Background: an optimization exercise with open tools, aiming at small area, a short achievable clock period and few clock cycles. Do not read the settings as production practice. The RTL was checked by simulation tests, not by an equivalence proof against the original design. Power and IR drop assume default switching activity.

// act_buffer_sparse
module act_buffer_sparse #(
  parameter int DATA_WIDTH = 8,
  parameter int NUM_COL    = 16,
  parameter int DEPTH      = 32,
  parameter int IDX_WIDTH  = $clog2(NUM_COL),
  parameter int ADDR_WIDTH = $clog2(DEPTH)
) (
  input  logic                             clk,
  input  logic                             reset,
  input  logic                             mode,
  input  logic                             wr_valid,
  output logic                             wr_ready,
  input  logic [NUM_COL-1:0]               wr_flag,
  input  logic [NUM_COL*DATA_WIDTH-1:0]    wr_data,
  input  logic                             rd_start,
  output logic                             rd_busy,
  output logic                             out_valid,
  input  logic                             out_ready,
  output logic [IDX_WIDTH-1:0]             out_index,
  output logic [DATA_WIDTH-1:0]            out_serial,
  output logic [NUM_COL*DATA_WIDTH-1:0]    out_parallel,
  output logic [NUM_COL-1:0]               out_flag,
  output logic [IDX_WIDTH:0]               row_nnz,
  output logic                             row_done,
  output logic [ADDR_WIDTH:0]              count,
  output logic                             empty,
  output logic                             full
);
Size in the first run: about 4900 flip-flops, about 320 I/O pins, about 150000 um^2 of cells after synthesis.
==> flow/config.mk <==
export PLATFORM = sky130hd
export DESIGN_NAME = act_buffer_sparse
export DESIGN_NICKNAME = act_buffer_sparse
export VERILOG_FILES = /design/flow/design.v
export SDC_FILE = /design/flow/constraint.sdc
export NUM_CORES = 4
export LEC_CHECK = 0
export CAP_MARGIN = 20
export CORE_MARGIN = 2
export CORE_UTILIZATION = 64
export CTS_CLUSTER_DIAMETER = 70
export CTS_CLUSTER_SIZE = 25
export SLEW_MARGIN = 20
export SYNTH_MEMORY_MAX_BITS = 8192
==> flow/constraint.sdc <==
create_clock -name core_clock -period 8.0 [get_ports {clk}]
set_input_delay 1.6000 -clock core_clock [delete_from_list [all_inputs] [get_ports {clk}]]
set_output_delay 1.6000 -clock core_clock [all_outputs]
set_load 0.01 [all_outputs]
standard.sh (not shown) runs the stock make flow with config.mk's settings and CLKGATE_MAP_FILE= SYNTH_SCRIPT=/design/flow/synth_recipe.tcl, a recipe that flattens the netlist after the stock synthesis.
==> flow/flow/run.sh <==
#!/bin/bash
set -euo pipefail
bash standard.sh "BUFFER_PORTS_ARGS=-buffer_cell sky130_fd_sc_hd__buf_4" SETUP_SLACK_MARGIN=5.2 finish > standard_flow.log 2>&1
Testbench counts at the start, summed over its fixed seeds: cycles 26,800.
==> next run, changes <==
==> flow/flow/run.sh (replaced) <==
#!/bin/bash
set -euo pipefail
bash standard.sh "BUFFER_PORTS_ARGS=-buffer_cell sky130_fd_sc_hd__buf_4" SETUP_SLACK_MARGIN=5.35 finish > standard_flow.log 2>&1
Settings changed: CORE_UTILIZATION 64 to 60, CTS_CLUSTER_DIAMETER 70 to 80, CTS_CLUSTER_SIZE 25 to 30, SETUP_SLACK_MARGIN set to 5.
=>
- power shrinks by 2.4%
- area after synthesis is unchanged
- wire length goes down by 1.0%
- hold slack gets better by 11 ps
- clock power goes down by about 8%
- first-iteration DRC count climbs by 7.7%
- global-route usage went down by 1.4 points
==> next run, changes <==
==> flow/flow/run.sh (replaced) <==
#!/bin/bash
set -euo pipefail
bash standard.sh "BUFFER_PORTS_ARGS=-buffer_cell sky130_fd_sc_hd__buf_2" SETUP_SLACK_MARGIN=5.2 finish > standard_flow.log 2>&1
Effect: Combinational power decreases by about 3%; total power is about the same; global-route usage barely changes; routed wire length is higher by 0.88%; clock skew came out lower by 5.9 ps; core utilization decreases by 0.41 points.

========
act_buffer_sparse, a different RTL version from the one above (not shown whole).
Size in the first run: ~0.15 mm² of cells after synthesis.
clock: 8.0 ns
lec_check: 0
cap_margin: 20
core_margin: 2
core_utilization: 60
cts_buf_list: sky130_fd_sc_hd__clkbuf_4 sky130_fd_sc_hd__clkbuf_8 sky130_fd_sc_hd__clkbuf_16
cts_cluster_diameter: 80
cts_cluster_size: 30
setup_slack_margin: 5
slew_margin: 20
synth_memory_max_bits: 8192
run.sh (not shown) runs the stock make flow with config.mk's settings and CLKGATE_MAP_FILE= SYNTH_SCRIPT=/design/flow/synth_recipe.tcl, a recipe that flattens the netlist after the stock synthesis.
Stock flow here: none of the scripts above is used.
Testbench counts at the start, summed over its fixed seeds: cycles 26,800.
Next try:
CTS_BUF_LIST = sky130_fd_sc_hd__clkbuf_8   (was sky130_fd_sc_hd__clkbuf_4 sky130_fd_sc_hd__clkbuf_8 sky130_fd_sc_hd__clkbuf_16)
CTS_CLUSTER_DIAMETER = 50   (was 80)
CTS_CLUSTER_SIZE = 16   (was 30)
What happened: Total power goes up by 5.8%. Die area does not change. Core utilization rises by 1.4 points. Clock-buffer cell count climbs by 223. Synthesized area stays the same. Critical path depth fell by 10. Setup slack got worse by 0.17 ns. Final cell count rose by about 2.8%. Via count goes up by about 1.7%. Flip-flop and latch count does not change. Routed wire length rose by 1.7%.

========
## the baseline
Another version of the RTL of act_buffer_sparse (not shown whole).
Size in the first run: about 4800 flip-flops, roughly 320 I/O pins, about 0.15 mm2 of cells after synthesis.
==> flow/config.mk <==
export PLATFORM = sky130hd
export DESIGN_NAME = act_buffer_sparse
export DESIGN_NICKNAME = act_buffer_sparse
export VERILOG_FILES = /design/flow/design.v
export SDC_FILE = /design/flow/constraint.sdc
export NUM_CORES = 4
export LEC_CHECK = 0
export CAP_MARGIN = 20
export CORE_MARGIN = 2
export CORE_UTILIZATION = 40
export SLEW_MARGIN = 20
export SYNTH_MEMORY_MAX_BITS = 8192
==> flow/constraint.sdc <==
create_clock -name core_clock -period 8.0 [get_ports {clk}]
set_input_delay 1.6000 -clock core_clock [delete_from_list [all_inputs] [get_ports {clk}]]
set_output_delay 1.6000 -clock core_clock [all_outputs]
set_load 0.01 [all_outputs]
Testbench counts of the baseline, summed over its fixed seeds: cycles 26,800.
Input changes introduced in the candidate (baseline for comparison: the baseline):
- ABC_CLOCK_PERIOD_IN_PS newly set to 2500
- SETUP_SLACK_MARGIN newly set to 5
- CORE_UTILIZATION changed from 40 to 70
Notes after the runs:
Among the candidate and the baseline, the run that stopped before the end is the candidate, and it is the only one. The chip height in the candidate was lower than what the baseline gave. The candidate vs the baseline: cell area after placement down slightly. The baseline → the candidate: number of buffers inserted during clock tree synthesis now sits lower, number of instances in the placed design now sits lower. The baseline and the candidate ended up with roughly the same synthesized cell count. The candidate vs the baseline, buffer count from post-CTS setup fixing went up by 217.

========
Setup of garnet:
RTL: one of the versions met above, not the one the previous note started from.
For scale: about 4,900 flip-flops, ~320 I/O pins, about 0.15 mm^2 of cells after synthesis.
export LEC_CHECK = 0
export CAP_MARGIN = 20
export CORE_MARGIN = 2
export CORE_UTILIZATION = 60
export CTS_CLUSTER_DIAMETER = 80
export CTS_CLUSTER_SIZE = 30
export SETUP_SLACK_MARGIN = 5
export SLEW_MARGIN = 20
export SYNTH_MEMORY_MAX_BITS = 8192
create_clock -name core_clock -period 8.0 [get_ports {clk}]
standard.sh (not shown) runs the stock make flow with config.mk's settings and CLKGATE_MAP_FILE= SYNTH_SCRIPT=/design/flow/synth_recipe.tcl, a recipe that flattens the netlist after the stock synthesis.
==> flow/flow/run.sh <==
#!/bin/bash
set -euo pipefail
bash standard.sh "BUFFER_PORTS_ARGS=-buffer_cell sky130_fd_sc_hd__buf_4" SETUP_SLACK_MARGIN=5.2 finish > standard_flow.log 2>&1
garnet completed end to end with timing, DRC and antenna clean.
Testbench counts of garnet, summed over its fixed seeds: cycles 26,800.
The following lists how violet was set up differently from garnet:
==> flow/run.sh (new file) <==
#!/bin/bash
# synth_recipe.tcl (not shown) runs the flow's synth.tcl, then flattens the netlist and writes it again
# the make line also repeats each setting of config.mk as NAME=value (left out here)
make -C /OpenROAD-flow-scripts/flow DESIGN_CONFIG=/design/flow/config.mk WORK_HOME=/design/flow/orfs CLKGATE_MAP_FILE= SYNTH_SCRIPT=/design/flow/synth_recipe.tcl finish
removed: flow/flow/run.sh
removed: flow/standard.sh
[summary]
From garnet to violet the numbers moved as follows: clock buffer instance count of the final layout down 8, fmax down 0.0042 GHz, non-clock buffer count down 20, worst-case reg-to-reg path depth up 1, number of fillers in the final layout up about 1%.
Against garnet, hold slack in violet came out worse.
For relative contribution of the clock network to total power, violet and garnet come out practically identical.

## separate check: timing with driven ports
How much do the figures lean on ideal ports? The routed layouts below were timed once more, with nothing changed but the port constraints. Step 1 sets driving cells, clkbuf_16 on the clock port and buf_2 on the other inputs (assumed; they add their load-dependent delay and slew). Step 2 times the ports against the registers' clock, not the clock port: input delays grow and output delays shrink by t, the midpoint of the rising clock arrivals with the driver on. Slacks: ideal ports / drivers / drivers and shift; pairs: ideal ports / drivers.
run	t (ns)	slack for setup (ns)	hold slack, ns	pins driven straight from the clock port
the first run of note 1	0.978	5.001 / 4.909 / 4.371	0.424 / 0.424 / 0.424	1
the second run of note 1	0.956	5.001 / 4.907 / 4.496	0.435 / 0.435 / 0.435	1
the third run of note 1	0.971	4.992 / 4.896 / 4.393	0.433 / 0.433 / 0.433	1
the first run of note 2	0.924	4.996 / 4.944 / 4.134	0.459 / 0.459 / 0.459	1
the second run of note 2	1.143	4.827 / 4.734 / 3.870	0.426 / 0.426 / 0.426	1
the baseline	0.999	3.861 / 3.861 / 3.416	0.377 / 0.377 / 0.377	1
garnet	0.949	5.035 / 4.940 / 4.425	0.454 / 0.454 / 0.454	1
violet	0.942	4.997 / 4.951 / 4.115	0.427 / 0.427 / 0.427	1
After both steps every run listed still meets setup and hold. For the second run of note 2, which loses most, drivers alone change the setup slack by -0.093 ns; drivers and shift together by -0.957 ns.
